Background: an optimization exercise with open tools, aiming at small area, a short achievable clock period and few clock cycles per item. Do not read the settings as production practice.
No functional check of the RTL was part of any run shown here.

==> flow/design.v, too long to show whole: its modules and the start of the top module <==
// module fan_speed_controller_top: 1167 lines
module fan_speed_controller_top (
    input  logic        i_clk,
    input  logic        i_rst_n,
    input  logic        psel,
    input  logic        penable,
    input  logic        pwrite,
    input  logic [4:0]  paddr,
    input  logic [31:0] pwdata,
    output logic [31:0] prdata,
    output logic        pready,
    input  logic        i_s_tvalid,
    output logic        o_s_tready,
    input  logic [23:0] i_s_tdata,
    output logic        o_m_tvalid,
    input  logic        i_m_tready,
    output logic [39:0] o_m_tdata
);
  // ...
==> flow/run.sh <==
#!/bin/bash
# synth_recipe.tcl (not shown) runs the flow's synth.tcl, then flattens the netlist and writes it again
# the make line also repeats each setting of config.mk as NAME=value (left out here)
make -C /OpenROAD-flow-scripts/flow DESIGN_CONFIG=/design/flow/config.mk WORK_HOME=/design/flow/orfs CLKGATE_MAP_FILE= SYNTH_SCRIPT=/design/flow/synth_recipe.tcl finish
==> flow/config.mk <==
export PLATFORM = sky130hd
export DESIGN_NAME = fan_speed_controller_top
export DESIGN_NICKNAME = fan_speed_controller_top
export VERILOG_FILES = /design/flow/design.v
export SDC_FILE = /design/flow/constraint.sdc
export NUM_CORES = 4
export LEC_CHECK = 0
export ABC_AREA = 1
export CAP_MARGIN = 20
export CORE_MARGIN = 2
export CORE_UTILIZATION = 40
export SETUP_SLACK_MARGIN = 4.5
export SLEW_MARGIN = 20
==> flow/constraint.sdc <==
create_clock -name core_clock -period 10.0 [get_ports {i_clk}]
set_input_delay 2.0000 -clock core_clock [delete_from_list [all_inputs] [get_ports {i_clk}]]
set_output_delay 2.0000 -clock core_clock [all_outputs]
set_load 0.01 [all_outputs]
==> summary.txt, run 1 <==
* Asr flop ratio synth at 0%
* Wire per inst at ~20 um
* CP bufs+invs at 6
* Worst setup path endpoint: lvl[8]
* Status: complete, no violations
* Register Area at roughly 13000 sq um
* Worst setup path startpoint: r_rem[2]
* Max Cap Viol at 0
* Seq/Total Area, Yosys at 25.0%
* Routability cong. at just under 1
* Post-synthesis register bit count at just over 500
* Sequential cell count at 507
* Post-CTS resize count at 152
* Largest registers: r_u (35), r_p (31), r_tu (31)
* Fin Clk Skew at 0.0903 ns
* Initial Util at 40.3%
* RSZ-0062 raised after global routing: true
* Die H at 360 um
* Fin crit share at 59.3%
* # DRC at 0
* Area-dominant class: multi-input combinational cells
* Global-route wire length before repair at 251000 um
* Iter 0 DRT Violations at roughly 3600
* Post-layout nets at 7470
* CTS sink cnt at between 500 and 600
* Dpl hpwl at around 130000 um
* RR Startpoint: r_rem[2]
* Number of enable flip-flop cells after synthesis at about 250
* CP endpoint kind: register
* Area of placed instances at roughly 53000 sq um
* Commonest non-fill, non-tap cell in the layout: inv_1
* Fin. max-slew vios at 0
* IO buf count at around 120
* FMAX at roughly 0.17 GHz
* Critical Path Source Type: register
* Most flop-heavy register: r_u
==> inputs of run 2 (changes only) <==
--- a/flow/design.v
+++ b/flow/design.v
@@ -92,32 +92,32 @@
                          (~am_x[2*j+2] & am_x[2*j+1] & am_x[2*j]);
         end
     end
     logic adv;
     logic o_valid;
     assign adv        = ~o_valid | i_m_tready;
     assign o_s_tready = adv;
     logic [1:0] r_cnt;
-    logic v1, v2, v3, v4, v5, v6, v7, v8;
-    logic k1, k2, k3, k4, k5, k6, k7, k8;
+    logic v1, v2, v3, v4, v5, v6, v7, v8, v9;
+    logic k1, k2, k3, k4, k5, k6, k7, k8, k9;
     always_ff @(posedge i_clk) begin
         if (!i_rst_n) begin
             r_cnt <= 2'd0;
-            {v1, v2, v3, v4, v5, v6, v7, v8} <= '0;
+            {v1, v2, v3, v4, v5, v6, v7, v8, v9} <= '0;
         end else if (adv) begin
             if (i_s_tvalid) r_cnt <= r_cnt + 2'd1;
-            {v1, v2, v3, v4, v5, v6, v7, v8} <= {i_s_tvalid, v1, v2, v3, v4, v5, v6, v7};
+            {v1, v2, v3, v4, v5, v6, v7, v8, v9} <= {i_s_tvalid, v1, v2, v3, v4, v5, v6, v7, v8};
         end
     end
     always_ff @(posedge i_clk) begin
         if (!i_rst_n) begin
-            {k1, k2, k3, k4, k5, k6, k7, k8} <= '0;
+            {k1, k2, k3, k4, k5, k6, k7, k8, k9} <= '0;
         end else if (adv) begin
-            {k1, k2, k3, k4, k5, k6, k7, k8} <= {i_s_tvalid && (r_cnt == 2'd3), k1, k2, k3, k4, k5, k6, k7};
+            {k1, k2, k3, k4, k5, k6, k7, k8, k9} <= {i_s_tvalid && (r_cnt == 2'd3), k1, k2, k3, k4, k5, k6, k7, k8};
         end
     end
     logic [18:0] t_r;
     logic [31:0] r_tu;
     logic [31:0] t_sum;
     logic tm_w1, tm_w2, tm_w3, tm_w4, tm_w5, tm_w6, tm_w7, tm_w8, tm_w9, tm_w10, tm_w11, tm_w12, tm_w13, tm_w14, tm_w15, tm_w16, tm_w17, tm_w18, tm_w19, tm_w20, tm_w21, tm_w22, tm_w23, tm_w24, tm_w25, tm_w26, tm_w27, tm_w28, tm_w29, tm_w30, tm_w31, tm_w32, tm_w33, tm_w34, tm_w35, tm_w36, tm_w37, tm_w38, tm_w39, tm_w40, tm_w41, tm_w42, tm_w43, tm_w44, tm_w45, tm_w46, tm_w47, tm_w48, tm_w49, tm_w50, tm_w51, tm_w52, tm_w53, tm_w54, tm_w55, tm_w56, tm_w57, tm_w58, tm_w59, tm_w60, tm_w61, tm_w62, tm_w63, tm_w64, tm_w65, tm_w66, tm_w67, tm_w68, tm_w69, tm_w70, tm_w71, tm_w72, tm_w73, tm_w74, tm_w75, tm_w76, tm_w77, tm_w78, tm_w79, tm_w80, tm_w81, tm_w82, tm_w83, tm_w84, tm_w85, tm_w86, tm_w87, tm_w88, tm_w89, tm_w90, tm_w91, tm_w92, tm_w93, tm_w94, tm_w95, tm_w96, tm_w97, tm_w98, tm_w99, tm_w100, tm_w101, tm_w102, tm_w103, tm_w104, tm_w105, tm_w106, tm_w107, tm_w108, tm_w109, tm_w110, tm_w111, tm_w112, tm_w113, tm_w114, tm_w115, tm_w116, tm_w117, tm_w118, tm_w119, tm_w120, tm_w121, tm_w122, tm_w123, tm_w124, tm_w125, tm_w126, tm_w127, tm_w128, tm_w129, tm_w130, tm_w131, tm_w132, tm_w133, tm_w134, tm_w135, tm_w136, tm_w137, tm_w138, tm_w139, tm_w140, tm_w141, tm_w142, tm_w143, tm_w144, tm_w145, tm_w146, tm_w147, tm_w148, tm_w149, tm_w150, tm_w151, tm_w152, tm_w153, tm_w154, tm_w155, tm_w156, tm_w157, tm_w158, tm_w159, tm_w160, tm_w161, tm_w162, tm_w163, tm_w164, tm_w165, tm_w166, tm_w167, tm_w168, tm_w169, tm_w170, tm_w171, tm_w172, tm_w173, tm_w174, tm_w175, tm_w176, tm_w177, tm_w178, tm_w179, tm_w180, tm_w181, tm_w182, tm_w183, tm_w184;
     assign tm_w1 = t_r[11] ^ t_r[9];
     assign tm_w2 = t_r[11] & t_r[9];
@@ -1043,22 +1043,22 @@
     assign ml_w232 = (ml_w175 & ml_w126) | (ml_w175 & ml_w174) | (ml_w126 & ml_w174);
     assign ml_w233 = ml_w177 ^ ml_w128 ^ ml_w176;
     assign ml_w234 = (ml_w177 & ml_w128) | (ml_w177 & ml_w176) | (ml_w128 & ml_w176);
     assign ml_w235 = ml_w179 ^ 1'b1 ^ ml_w178;
     assign ml_w236 = (ml_w179 & 1'b1) | (ml_w179 & ml_w178) | (1'b1 & ml_w178);
     assign ml_w237 = ~r_bneg[5] ^ (((r_bone[6] & r_x[18]) | (r_btwo[6] & r_x[17])) ^ r_bneg[6]) ^ ml_w180;
     assign ml_w238 = (~r_bneg[5] & (((r_bone[6] & r_x[18]) | (r_btwo[6] & r_x[17])) ^ r_bneg[6])) | (~r_bneg[5] & ml_w180) | ((((r_bone[6] & r_x[18]) | (r_btwo[6] & r_x[17])) ^ r_bneg[6]) & ml_w180);
     assign m_sum = {ml_w237, ml_w235, ml_w233, ml_w231, ml_w229, ml_w227, ml_w225, ml_w223, ml_w221, ml_w219, ml_w217, ml_w215, ml_w213, ml_w211, ml_w209, ml_w207, ml_w205, ml_w203, ml_w201, ml_w199, ml_w197, ml_w195, ml_w193, ml_w191, ml_w189, ml_w187, ml_w185, ml_w183, ml_w181, (((r_bone[0] & r_x[1]) | (r_btwo[0] & r_x[0])) ^ r_bneg[0]), (((r_bone[0] & r_x[0])) ^ r_bneg[0])} + {ml_w236, ml_w234, ml_w232, ml_w230, ml_w228, ml_w226, ml_w224, ml_w222, ml_w220, ml_w218, ml_w216, ml_w214, ml_w212, ml_w210, ml_w208, ml_w206, ml_w204, ml_w202, ml_w200, ml_w198, ml_w196, ml_w194, ml_w192, ml_w190, ml_w188, ml_w186, ml_w184, ml_w182, r_bneg[1], 1'b0, r_bneg[0]};
-    logic signed [18:0] fi4, fi5, fi6, fi7, fi8;
+    logic signed [18:0] fi4, fi5, fi6, fi7, fi8, fi9;
     always_ff @(posedge i_clk) begin
         if (adv) begin
             r_x <= x_c[18:0];
             r_p <= m_sum;
-            {fi4, fi5, fi6, fi7, fi8} <= {fi3, fi4, fi5, fi6, fi7};
+            {fi4, fi5, fi6, fi7, fi8, fi9} <= {fi3, fi4, fi5, fi6, fi7, fi8};
         end
     end
     logic [18:0] r_rem;
     logic [11:0] r_quo;
     logic        r_sat;
     logic [18:0] dv;
     logic [18:0] rem0, rem1, rem2;
     logic [11:0] quo0, quo1, quo2;
@@ -1084,58 +1084,63 @@
     assign {rem2, quo2} = div_step(rem1, quo1, dv, r_span3);
     always_ff @(posedge i_clk) begin
         if (adv) begin
             r_rem <= rem2;
             r_quo <= quo2;
             if (div_load) r_sat <= (r_p[30:12] >= dv);
         end
     end
-    logic ge_high8, gt_high8, gt_on8, lt_off8;
+    logic ge_high8, gt_high8, gt_on8, lt_off8, gt_on9, lt_off9;
     logic [19:0] dh7;
     assign dh7 = 20'(fi7) - 20'(r_high_temp);
     always_ff @(posedge i_clk) begin
         if (adv) begin
             ge_high8 <= ~dh7[19];
             gt_high8 <= ~dh7[19] & (dh7 != 20'd0);
             gt_on8   <= fi7 > r_on_temp;
             lt_off8  <= fi7 < r_off_temp;
+            gt_on9   <= gt_on8;
+            lt_off9  <= lt_off8;
         end
     end
-    logic [11:0] up_lvl, dn_lvl, ramp_lvl;
+    logic [11:0] up_lvl, dn_lvl, ramp_lvl, r_ramp;
     logic [12:0] dn_c;
     assign up_lvl = r_min_fan + r_quo;
     assign dn_c   = {1'b0, r_max_fan} + {1'b1, ~r_quo} + {12'd0, (r_rem == 19'd0)};
     assign dn_lvl = (r_sat || dn_c[12]) ? 12'd0 : dn_c[11:0];
     always_comb begin
         if (r_flat) begin
             ramp_lvl = r_max_fan;
         end else if (!r_mneg) begin
             ramp_lvl = ge_high8 ? r_max_fan : up_lvl;
         end else begin
             ramp_lvl = gt_high8 ? dn_lvl : r_max_fan;
         end
     end
+    always_ff @(posedge i_clk) begin
+        if (adv) r_ramp <= ramp_lvl;
+    end
     logic        fan_on;
     logic [11:0] lvl;
     logic [18:0] o_fi;
     logic        o_tick, o_chg;
     logic        has_req, fan_nx;
     logic [11:0] req;
     logic [12:0] rise, fall;
     logic        take;
     always_comb begin
         has_req = 1'b0;
         fan_nx  = fan_on;
-        req     = ramp_lvl;
-        if (!fan_on && gt_on8) begin
+        req     = r_ramp;
+        if (!fan_on && gt_on9) begin
             has_req = 1'b1;
             fan_nx  = 1'b1;
             req     = r_kick_fan;
-        end else if (fan_on && lt_off8) begin
+        end else if (fan_on && lt_off9) begin
             has_req = 1'b1;
             fan_nx  = 1'b0;
             req     = 12'd0;
         end else if (fan_on) begin
             has_req = 1'b1;
         end
     end
     assign rise = {1'b0, req} - {1'b0, lvl};
@@ -1144,25 +1149,25 @@
                   ((!rise[12] && rise != 13'd0 && rise >= {5'd0, r_up_db}) ||
                    (!fall[12] && fall != 13'd0 && fall >= {5'd0, r_down_db}));
     always_ff @(posedge i_clk) begin
         if (!i_rst_n) begin
             o_valid <= 1'b0;
             fan_on  <= 1'b0;
             lvl     <= 12'd0;
         end else if (adv) begin
-            o_valid <= v8;
-            if (v8 && k8) begin
+            o_valid <= v9;
+            if (v9 && k9) begin
                 fan_on <= fan_nx;
                 if (take) lvl <= req;
             end
         end
     end
     always_ff @(posedge i_clk) begin
         if (adv) begin
-            o_fi   <= fi8;
-            o_tick <= k8;
-            o_chg  <= k8 & take;
+            o_fi   <= fi9;
+            o_tick <= k9;
+            o_chg  <= k9 & take;
         end
     end
     assign o_m_tvalid = o_valid;
     assign o_m_tdata  = {6'd0, o_fi, o_tick, o_chg, fan_on, lvl};
 endmodule
--- a/flow/config.mk
+++ b/flow/config.mk
@@ -4,10 +4,10 @@
 export VERILOG_FILES = /design/flow/design.v
 export SDC_FILE = /design/flow/constraint.sdc
 export NUM_CORES = 4
 export LEC_CHECK = 0
 export ABC_AREA = 1
 export CAP_MARGIN = 20
 export CORE_MARGIN = 2
 export CORE_UTILIZATION = 40
-export SETUP_SLACK_MARGIN = 4.5
+export SETUP_SLACK_MARGIN = 5
 export SLEW_MARGIN = 20
==> run 2 against run 1 <==
Net effect:
- critical path type unchanged
- sequential cell count up 35
- core utilization increased by 3.1 points
- hold slack got worse by 0.0052 ns
- clock-buffer cell count is 6 higher
- non-clock buffer count up 175
- still clean on timing, DRC and antenna
- die area rose by 2.7%
- global-route usage up 1.4 points
==> summary.txt, run 2 <==
* Yosys top cell area share at 16.4%
* Bufs on Longest Clock Path at 3
* CTS sink cnt at 542 (+6.9%)
* Syn Inst Count at 6426
* Largest stage delay, worst path at ~0.59 ns
* Vias in the first global route at around 45000
* Commonest cells after routing, fill and taps aside: 1137 x inv_1, 913 x nand2_1, 511 x a21oi_1
* Seq/Total Area, Yosys at 26.3% (+1.3 points)
* Cell variety after synth at 65
* Final Hold Viols at 0
* Fin crit share at 53.2% (-6.1 points)
* Global-route wire length before repair at 266000 um (+6.0%)
* Final min period at around 5.3 ns
* Clock-pin slew of the registers on the worst-case setup and hold paths at 0.06 ns
* CTS Buf Count at 61
* Dpl hpwl at 136000 um (+5.3%)
* Initial Util at 40.3% (-0.057 points)
* Wire per inst at 21.0 um (+4.4%)
* Largest registers: r_u (35), r_p (31), r_tu (31)
* Grt ovf at 0
* Levels on crit path at 21
* Rows at 132
* R2R depth at 21
* IO buf count at 115 (unchanged)
* Worst Path Required at around 10 ns
* Worst Setup Slack, final at 4.68 ns
* CTS tree: built
* GRT Overall Usage at around a quarter
* Commonest non-fill, non-tap cell in the layout: inv_1
* Largest register FFs at 35
* Mean Syn Cell Area at 8.11 sq um
* Worst path cell trace: clkinvlp_4, buf_4, buf_6, buf_6, o22ai_2, xor2_1, fa_1, fa_1, fa_1, fa_2, ha_4, nand2_1, nor3_2, nand4_1, nand3_2, nand3_2, nand2_4, nand3_4, o21ai_2, a21oi_1, xor2_1
* Post-synth top cells: 1210 x inv_1, 1002 x nand2_1, 563 x a21oi_1, 514 x ha_1, 407 x o21ai_0
* Crit path max fanout at 3
* Fin Clk Skew at 0.0635 ns (-0.0268 ns)
* Fin. max-slew vios at 0 (unchanged)
* Crit path DAT at around 5.7 ns
* Register Area at 13800 sq um (+8.5%)
* FMAX at 0.188 GHz (+11%)
* Worst relative slew slack at 32.5%
* Top-count cell post-synth: inv_1
* TritonRoute pass-1 iters at 6
* CP endpoint kind: register
* Routed WL at about 180000 um
* Avg Vias per Cell at about 5.4
* Area of the multi-input gates at approximately 36000 sq um
* Post-Layout Cell Count at roughly 8600
* Worst-Margin Slew at just over 1 ns
* Placed cells at 8151
* # DRC at 0 (unchanged)
* Die width at 365 um
* Worst-skew pair later-pin latency at between 0.7 and 0.8 ns
* Hold depth at 0
* CP bufs+invs at 4 (-2)
* Ratio of cells with drive above 1 in the final layout at about 16%
* Worst R2R Setup Slack at roughly 4.7 ns
* Setup TNS at 0 ns
* Hold Crit Class: register to register
* Routability cong. at 0.967 (+0.39%)
* Worst path slowest cell: fa_1
* Synth top area cells: edfxtp_1 16%, fa_1 15%, ha_1 12%
* Largest net degree at the start of global routing at 79
* Top_reg_cell synth: edfxtp_1
* Via count at 46200
* Yosys top cell by area: edfxtp_1
* Post-synth design cell area at 52100 sq um
* Core ar. at about 130000 sq um
* Iter 0 DRT Violations at 3435 (-3.3%)
* Status: complete, no violations
* CTS Root Cell: clkbuf_16
* Worst path most repeated cell: fa_1
* Critical Path Source Type: register
* Synth Warn # at 1
* Die Area at around 130000 sq um
* Post-synthesis register bit count at 542 (+6.9%)
* Htree depth at 2
* Asr flop ratio synth at 0% (unchanged)
* Worst path top cell family by delay: adder cells
* Post-detailed-route count of antenna-violating nets at 0
* Setup CP Type: register to register
* Most flop-heavy register: r_u
* Fillers at about 12000
* Die H at 365 um (+1.3%)
* Area Overhead vs Synth at 22.0%
* Worst hold slack at approximately 0.40 ns
* Number of enable flip-flop cells after synthesis at 285 (+13%)
* DP Worst Slack at approximately 3 ns
* Initial antenna violation count at 15
* Final Setup Violations at 0
* Number of I/O pins at approximately 140
* Max Cap Viol at 0 (unchanged)
* Post-layout nets at 7754 (+3.8%)
* RSZ-0062 raised after global routing: true
-- run 2: changes by cell type in the layout (fill, tap and decap cells not counted), sizes merged, moves of 11 or more --
cell    before   now
xor2       293   310
nand2     1067  1009
edfxtp     252   285
a22oi        0    13
buf        155   329
xnor2       92    80
nor2       339   374
a21oi      553   565
nand4       57    70
nor3        50    39
inv       1175  1191
o21ai      393   413
-- run 2: final cells by class --
| class | count | share of cell area [%] |
|---|---|---|
| multi-input cells | 4497 | 57.0 |
| repair buffers | 446 | 6.49 |
| diodes | 5 | 0.0197 |
| well taps | 1742 | 3.43 |
| clock buffers | 79 | 2.71 |
| repair inverters | 6 | 0.0846 |
| inverters | 1235 | 7.68 |
| clock inverters | 37 | 0.876 |
| flip-flops and latches | 542 | 21.7 |
-- run 2: worst paths after layout --
kind	startpoint	end
max	r_x[9]	r_p[30]
min	fi6[2]	fi7[2]
max reg2reg	r_x[9]	r_p[30]
min reg2reg	fi6[2]	fi7[2]
-- run 2: worst reg2reg max path: stages (launching register included) --
cell        delay [ns]
edfxtp_1          0.52
clkinvlp_4        0.20
buf_4             0.18
buf_6             0.11
buf_6             0.11
o22ai_2           0.10
xor2_1            0.22
fa_1              0.46
fa_1              0.52
fa_1              0.59
fa_2              0.51
ha_4              0.33
nand2_1           0.10
nor3_2            0.22
nand4_1           0.13
nand3_2           0.14
nand3_2           0.11
nand2_4           0.12
nand3_4           0.08
o21ai_2           0.11
a21oi_1           0.06
xor2_1            0.14
-- run 2: logic make-up after synthesis --
group,Yosys count,synth area share [%]
DFF,542,26.3
AOI/OAI and AO/OA,1397,15.2
buffers and inverters,1401,10.4
and+or+nand+nor,1794,14.5
muxes,3,0.0600
adders and majority gates,897,27.1
other,2,0.0144
xor gates and xnor gates,390,6.56
-- run 2: through the flow --
step                cell area (sq um)  utilization [%]
detailed placement              54900             42.5
CTS                             60600             46.9
global placement                54900             42.5
floorplan                       52100                -
finish                          63600             49.2
global route                    63600             49.1
-- run 2: timing repair --
item | CTS | global route
gates cloned | 18 | 3
setup buffers | 148 | 147
endpoints found under the setup margin | 108 | 93
hold buffers | 0 | 0
pin swaps | 124 | 147
gates resized for setup | 477 | 415
-- run 2: per-layer routing --
| layer | wire length [um] | vias up | part of all wire (%) | track usage [%] |
|---|---|---|---|---|
| met5 | 105 | - | 0.058 | 0 |
| met4 | 8670 | 16 | 4.8 | 10.4 |
| met2 | 84600 | 1661 | 47 | 43.8 |
| li1 | - | 21900 | - | - |
| met1 | 74600 | 22200 | 41 | 33.9 |
| met3 | 12700 | 398 | 7.0 | 4.11 |
==> inputs of run 3 (changes only) <==
--- a/flow/config.mk
+++ b/flow/config.mk
@@ -5,7 +5,6 @@
 export SDC_FILE = /design/flow/constraint.sdc
 export NUM_CORES = 4
 export LEC_CHECK = 0
-export ABC_AREA = 1
 export CAP_MARGIN = 20
 export CORE_MARGIN = 2
 export CORE_UTILIZATION = 40
==> run 3 against run 2 <==
Net effect:
- sequential share of layout area rose by 1.2 points
- clock skew shrank 0.023 ns
- non-clock buffer count fell by 25
- critical path depth increased by 13
- hold slack worse by 0.0052 ns
- critical path type unchanged
- highest routed layer is now met4
==> summary.txt, run 3 <==
* Worst-skew pair later-pin latency at 0.66 ns (-0.06 ns)
* Post-detailed-route count of antenna-violating nets at 0 (unchanged)
* Avg Vias per Cell at 5.47 (+1.8%)
* Most flop-heavy register: r_u
* Largest register FFs at 35 (unchanged)
* Final core occ at 48.2% (-0.98 points)
* TritonRoute pass-1 iters at 8 (+2)
* Setup CP Type: register to register
* Worst Path Required at 10.46 ns (+0.05 ns)
* Cts hold-fix bufs at 0 (unchanged)
* IO buf count at 115 (unchanged)
* Yosys top cell by area: edfxtp_1
* GRT Overall Usage at 22.8% (-3.4 points)
* Cell variety after synth at 89 (+37%)
* CTS Root Cell: clkbuf_16
* Worst path slowest cell: dfxtp_4
* FMAX at 0.169 GHz (-9.8%)
* RR Startpoint: k5
* Crit path DAT at 6.37 ns (+0.64 ns)
* Grt ovf at 0 (unchanged)
* Area Overhead vs Synth at 19.9%
* Worst hold path startpoint: fi8[12]
* Fin Clk Skew at 0.0401 ns (-0.0234 ns)
* Bufs on Longest Clock Path at 3 (unchanged)
* Crit path max fanout at 7 (+4)
* Worst hold slack at 0.393 ns (-0.00521 ns)
* Top-count cell post-synth: inv_1
* Post-synth design cell area at 50300 sq um (-3.5%)
* Worst-Margin Slew at 1.12 ns (+0.112 ns)
* Wire per inst at 20.0 um (-5.0%)
* Top_reg_cell synth: edfxtp_1
* Syn Inst Count at 5440 (-15%)
* Worst path most repeated cell: buf_4
* Largest registers: r_u (35), r_p (31), r_tu (31)
* Max Cap Viol at 0 (unchanged)
* Htree depth at 3 (+1)
* CTS tree: built
* Number of enable flip-flop cells after synthesis at 285 (unchanged)
* Post-synth top cells: 791 x inv_1, 514 x ha_1, 479 x nand2_1, 383 x fa_1, 371 x a21oi_1
* Fin crit share at 59.0% (+5.8 points)
* Via count at 40700 (-12%)
* # DRC at 0 (unchanged)
* Final Setup Violations at 0 (unchanged)
* Initial Util at 40.2% (-0.11 points)
* Antenna diode count at 0 (-5)
* Die width at 358 um (-1.8%)
* Worst R2R Setup Slack at 4.10 ns (-0.58 ns)
* Ratio of cells with drive above 1 in the final layout at 15.4% (-0.33 points)
* R2R depth at 34 (+62%)
* Core ar. at 125000 sq um (-3.3%)
* Final min period at 5.90 ns (+0.579 ns)
* Largest stage delay, worst path at 0.49 ns (-0.10 ns)
* Commonest cells after routing, fill and taps aside: 750 x inv_1, 473 x nand2_1, 440 x ha_1
* Yosys top cell area share at 17.0% (+0.60 points)
* Final Hold Viols at 0 (unchanged)
* Setup TNS at 0 ns (unchanged)
* Vias in the first global route at 40300 (-9.7%)
* Seq/Total Area, Yosys at 27.3% (+0.96 points)
* Synth top area cells: edfxtp_1 17%, fa_1 15%, ha_1 13%
* Mean Syn Cell Area at 9.24 sq um (+14%)
* FF-to-FF End: r_rem[9]
* Post-layout nets at 6704 (-14%)
* Clock-pin slew of the registers on the worst-case setup and hold paths at 0.06 ns (about the same)
* RSZ-0062 raised after global routing: true
* Dpl hpwl at 110000 um (-19%)
* Critical Path Source Type: register
* Worst relative slew slack at 24.7% (-7.7 points)
* Synth Warn # at 1 (unchanged)
* Number of I/O pins at 143 (unchanged)
* Worst setup path startpoint: k5
* CTS sink cnt at 542 (unchanged)
* Routability cong. at 0.937 (-3.0%)
* Iter 0 DRT Violations at 3289 (-4.3%)
* Rows at 130 (-1.5%)
* Global-route wire length before repair at 229000 um (-14%)
* Worst setup path endpoint: r_rem[9]
* Asr flop ratio synth at 0% (unchanged)
* Hold Crit Class: register to register
* Die H at 358 um (-1.8%)
* Post-synthesis register bit count at 542 (unchanged)
* Routed WL at 149000 um (-18%)
* Fin. max-slew vios at 0 (unchanged)
* CP endpoint kind: register
* Status: complete, no violations
* Largest net degree at the start of global routing at 139 (+76%)
* Die Area at 128000 sq um (-3.5%)
* CTS Buf Count at 66 (+8.2%)
* Initial antenna violation count at 1 (-14)
* Commonest non-fill, non-tap cell in the layout: inv_1
run 3: cell types whose count changed after synthesis, moves of 95 or more:
cell     change
nand2_1    -523
o22ai_1     -99
o21ai_0    -173
xor2_1     -210
a22oi_1    +109
inv_1      -419
nor2_1      -95
nand3_1    -160
xnor2_1    +182
a21oi_1    -192
run 3: final cells by class:
type                    instances  area (sq um)
fillers                     11600         64800
well taps                    1650          2060
repair inverters                2          20.0
repair buffers                421          3860
flip-flops and latches        542         13800
inverters                     796          3090
clock buffers                  86          1840
clock inverters                36           444
multi-input cells            3910         35100
run 3: repair_timing:
| action | in CTS | in global routing |
|---|---|---|
| gates cloned | 5 | 2 |
| setup buffers | 204 | 62 |
| gates resized for setup | 333 | 206 |
| pin swaps | 144 | 138 |
| setup endpoints to repair | 152 | 89 |
run 3: kinds of logic after synthesis:
| logic type | after synthesis | synth area share, % |
|---|---|---|
| mux | 133 | 2.89 |
| fa+ha+maj | 897 | 28.1 |
| other cells | 2 | 0.0149 |
| simple gates | 1195 | 10.9 |
| flops | 542 | 27.3 |
| buf+inv | 995 | 7.64 |
| compound gates | 1314 | 17.0 |
| xor+xnor | 362 | 6.31 |
run 3: how the worst min path moves through the flow:
stage              end  cells past startpoint
6_report       fi9[12]                      0
5_1_grt        fi9[11]                      0
4_1_cts        fi9[12]                      0
3_5_place_dp   fi6[10]                      0
3_3_place_gp   fi7[14]                      0
2_1_floorplan   fi5[0]                      0
run 3: through the flow:
stage	area, sq um	instances	setup slack [ns]
3_3_place_gp	53300	7047	2.58
5_1_grt	60300	7443	3.90
2_1_floorplan	50800	5445	4.25
4_1_cts	58700	7378	4.09
3_5_place_dp	53300	7047	2.51
6_report	60300	7443	4.10
run 3: critical path, delay by kind of cell (launching register included):
family / cells / cell delay, ns
muxes: 2 / 0.46
DFF: 1 / 0.49
and+or+nand+nor: 2 / 0.16
adders and majority gates: 3 / 0.85
xor gates and xnor gates: 1 / 0.12
AOI/OAI and AO/OA: 10 / 1.72
buffers and inverters: 16 / 1.87
run 3: per-layer routing:
| layer | vias to the layer above | share of wire [%] | track usage (%) |
|---|---|---|---|
| met3 | 252 | 6.0 | 3.21 |
| met5 | - | 0 | 0 |
| met4 | 0 | 3.3 | 7.53 |
| met2 | 1236 | 47 | 38.0 |
| met1 | 19900 | 43 | 30.5 |
| li1 | 19400 | - | - |
==> inputs of run 4 (changes only) <==
--- a/flow/config.mk
+++ b/flow/config.mk
@@ -5,8 +5,9 @@
 export SDC_FILE = /design/flow/constraint.sdc
 export NUM_CORES = 4
 export LEC_CHECK = 0
+export ABC_AREA = 1
 export CAP_MARGIN = 20
 export CORE_MARGIN = 2
-export CORE_UTILIZATION = 40
+export CORE_UTILIZATION = 65
 export SETUP_SLACK_MARGIN = 5
 export SLEW_MARGIN = 20
==> run 4 against run 3 <==
Net effect:
- hold slack improved by 0.022 ns
- non-clock buffer count increased by 67
- setup slack gained 0.50 ns
- wire length up 26%
- register-to-register slack improved by 0.50 ns
- maximum frequency is 9.2% higher
==> summary.txt, run 4 <==
* Die Area at 82400 sq um (-36%)
* Critical Path Source Type: register
* Top_reg_cell synth: edfxtp_1
* TritonRoute pass-1 iters at 8 (unchanged)
* Final Hold Viols at 0 (unchanged)
* Setup TNS at 0 ns (unchanged)
* Worst path cell trace: clkinvlp_4, buf_4, o22ai_1, xor2_1, fa_1, fa_1, inv_1, fa_2, fa_1, inv_2, ha_4, nand2_2, inv_2, nand3_4, buf_6, inv_4, a21oi_4, nand3_2, buf_6, buf_6, buf_6, buf_6, buf_6, xor2_2
* Hold Crit Class: register to register
* Max Cap Viol at 0 (unchanged)
* Worst hold path startpoint: fi5[2]
* Post-detailed-route count of antenna-violating nets at 0 (unchanged)
* Crit path DAT at 5.85 ns (-0.52 ns)
* Wire per inst at 23.7 um (+19%)
* Fin crit share at 54.0% (-5.0 points)
* Top-count cell post-synth: inv_1
* Htree depth at 2 (-1)
* Clock-pin slew of the registers on the worst-case setup and hold paths at 0.07 ns (about the same)
* Hold depth at 0 (unchanged)
* CP bufs+invs at 12 (-4)
* IO buf count at 115 (unchanged)
* Commonest cells after routing, fill and taps aside: 1126 x inv_1, 904 x nand2_1, 491 x a21oi_1
* Worst Setup Slack, final at 4.60 ns (+0.498 ns)
* Largest net degree at the start of global routing at 109 (-22%)
* Dpl hpwl at 128000 um (+16%)
* Fin. max-slew vios at 0 (unchanged)
* Global-route wire length before repair at 265000 um (+16%)
* Yosys top cell by area: edfxtp_1
* RSZ-0062 raised after global routing: true
* FF-to-FF End: r_p[20]
* Vias in the first global route at 46900 (+16%)
* Initial antenna violation count at 5 (+4)
* Asr flop ratio synth at 0% (unchanged)
* CP endpoint kind: register
* Routability cong. at 1.03 (+9.8%)
* Cts hold-fix bufs at 0 (unchanged)
* Syn Inst Count at 6426 (+18%)
* Rows at 103 (-21%)
* Cell variety after synth at 65 (-27%)
* Post-layout nets at 7790 (+16%)
* Number of enable flip-flop cells after synthesis at 285 (unchanged)
* Yosys top cell area share at 16.4% (-0.60 points)
* Via count at 49600 (+22%)
* Routed WL at 188000 um (+26%)
* Worst-skew pair later-pin latency at 0.69 ns (+0.03 ns)
* FMAX at 0.185 GHz (+9.2%)
* RR Startpoint: r_x[14]
* Fillers at 5173 (-55%)
* Iter 0 DRT Violations at 5516 (+68%)
* CTS sink cnt at 542 (unchanged)
* Synth Warn # at 1 (unchanged)
* Synth top area cells: edfxtp_1 16%, fa_1 15%, ha_1 12%
* Initial Util at 65.8% (+26 points)
* Die H at 287 um (-20%)
* Worst path top cell family by delay: adder cells
* Final min period at 5.40 ns (-0.498 ns)
* Core ar. at 79100 sq um (-37%)
* Worst-Margin Slew at 1.14 ns (+0.0161 ns)
* Bufs on Longest Clock Path at 3 (unchanged)
* CTS tree: built
* CTS Root Cell: clkbuf_16
* Largest stage delay, worst path at 0.53 ns (+0.04 ns)
* Worst relative slew slack at 23.8% (-0.90 points)
* CTS Buf Count at 59 (-11%)
* Number of I/O pins at 143 (unchanged)
* Hold Path End: fi6[2]
* Largest registers: r_u (35), r_p (31), r_tu (31)
* Status: complete, no violations
* Mean Syn Cell Area at 8.11 sq um (-12%)
* Fin Clk Skew at 0.0546 ns (+0.0145 ns)
* R2R depth at 24 (-29%)
* DP Worst Slack at 2.85 ns (+0.344 ns)
* Post-synth top cells: 1210 x inv_1, 1002 x nand2_1, 563 x a21oi_1, 514 x ha_1, 407 x o21ai_0
* Worst path slowest cell: fa_1
* Commonest non-fill, non-tap cell in the layout: inv_1
* Grt ovf at 0 (unchanged)
* GRT Overall Usage at 41.9% (+19 points)
* Post-synth design cell area at 52100 sq um (+3.7%)
* Worst Path Required at 10.44 ns (-0.02 ns)
* Worst R2R Setup Slack at 4.60 ns (+0.50 ns)
* Seq/Total Area, Yosys at 26.3% (-0.96 points)
* Crit path max fanout at 6 (-1)
* Die width at 287 um (-20%)
* Post-synthesis register bit count at 542 (unchanged)
* Worst path most repeated cell: buf_6
* Ratio of cells with drive above 1 in the final layout at 16.7% (+1.3 points)
* Largest register FFs at 35 (unchanged)
* Most flop-heavy register: r_u
* # DRC at 0 (unchanged)
* Avg Vias per Cell at 6.25 (+14%)
* Setup CP Type: register to register
* Final Setup Violations at 0 (unchanged)
* Area Overhead vs Synth at 21.2%
## run 4: how the worst max path moves through the flow
stage	startpoint	end	slack [ns]	cells past startpoint
after floorplan	i_m_tready	o_s_tready	4.89	3
final	r_x[14]	r_p[20]	4.60	24
after CTS	r_x[15]	r_p[30]	4.93	24
after global placement	k5	r_rem[13]	2.90	29
after global routing	r_x[8]	r_p[30]	4.48	23
after detailed placement	k5	r_rem[0]	2.85	29
## run 4: final cells by class
| class | instances | area, sq um | share of cell area [%] |
|---|---|---|---|
| multi-input combinational | 4496 | 36400 | 57.7 |
| sequential | 542 | 13800 | 21.9 |
| inverter | 1235 | 4890 | 7.75 |
| timing repair buffer | 488 | 4660 | 7.38 |
| clock buffer | 71 | 1630 | 2.58 |
| tap | 1050 | 1310 | 2.08 |
| clock inverter | 41 | 380 | 0.602 |
| timing repair inverter | 3 | 22.5 | 0.0357 |
| antenna | 2 | 5.00 | 0.00793 |
## run 4: per-stage QoR
step / instances / hold slack [ns] / cell area, sq um / util (%)
global placement: 7458 / 0.400 / 54000 / 68.3
CTS: 7759 / 0.417 / 59600 / 75.3
finish: 7928 / 0.415 / 63100 / 79.8
global route: 7927 / 0.422 / 63100 / 79.8
floorplan: 6431 / 0.400 / 52100 / -
detailed placement: 7459 / 0.405 / 54000 / 68.3
## run 4: what timing repair did
item | CTS | global route
setup buffers | 173 | 161
endpoints found under the setup margin | 90 | 105
pin swaps | 113 | 165
gates cloned | 15 | 6
gates resized for setup | 432 | 508
## run 4: cell families after synthesis
kind of cell / Yosys count / synth area share [%]
multiplexers: 3 / 0.0600
flip-flops: 542 / 26.3
AND/OR/NAND/NOR: 1794 / 14.5
XOR/XNOR: 390 / 6.56
adder cells (fa/ha/maj): 897 / 27.1
other: 2 / 0.0144
AO/OA/AOI/OAI: 1397 / 15.2
buffers and inverters: 1401 / 10.4
## run 4: worst reg2reg max path, cell delays in order, from the launching register on
cell        delay [ns]
edfxtp_1          0.46
clkinvlp_4        0.26
buf_4             0.21
o22ai_1           0.23
xor2_1            0.27
fa_1              0.51
fa_1              0.53
inv_1             0.05
fa_2              0.52
fa_1              0.42
inv_2             0.09
ha_4              0.21
nand2_2           0.08
inv_2             0.05
nand3_4           0.08
buf_6             0.11
inv_4             0.03
a21oi_4           0.19
nand3_2           0.15
buf_6             0.15
buf_6             0.10
buf_6             0.10
buf_6             0.10
buf_6             0.11
xor2_2            0.15
## run 4: routing by layer
metal | vias to the layer above | global-route usage (%) | part of all wire, %
met5 | - | 0 | 0.015
met4 | 4 | 27.0 | 9.0
met3 | 1075 | 7.61 | 11
met2 | 3235 | 68.1 | 45
met1 | 23300 | 51.5 | 35
li1 | 22000 | - | -

[separate check: timing with driven ports]
In the flow no input, the clock included, has a driving cell. The finished layouts below were timed again as built, in two steps.
Step 1, drivers: a clkbuf_16 drives i_clk and a buf_2 each remaining input, both assumed.
Step 2 moves the port delays by t, midway between the first and last clock arrival at a register: inputs arrive t later, outputs are due t later. That takes back most of the time a late clock gives input paths.
Three values: ideal, step 1, step 2; two values: the first two.
| run | t, ns | setup slack, ns | worst setup path after step 2 | worst register clock-pin slew, ns | cell pins on the clock port's net |
|---|---|---|---|---|---|
| run 1 | 0.752 | 4.069 / 4.069 / 4.069 | register to register | 0.07 / 0.07 | 1 |
| run 2 | 0.758 | 4.677 / 4.677 / 4.493 | input to register | 0.08 / 0.08 | 1 |
| run 3 | 0.709 | 4.098 / 4.098 / 4.098 | register to register | 0.07 / 0.07 | 1 |
| run 4 | 0.734 | 4.596 / 4.596 / 4.475 | input to register | 0.07 / 0.07 | 1 |
After both steps every run listed still meets setup and hold. The setup slack of run 2, which loses most, moves by 0.000 ns with the drivers and by -0.184 ns with both steps.
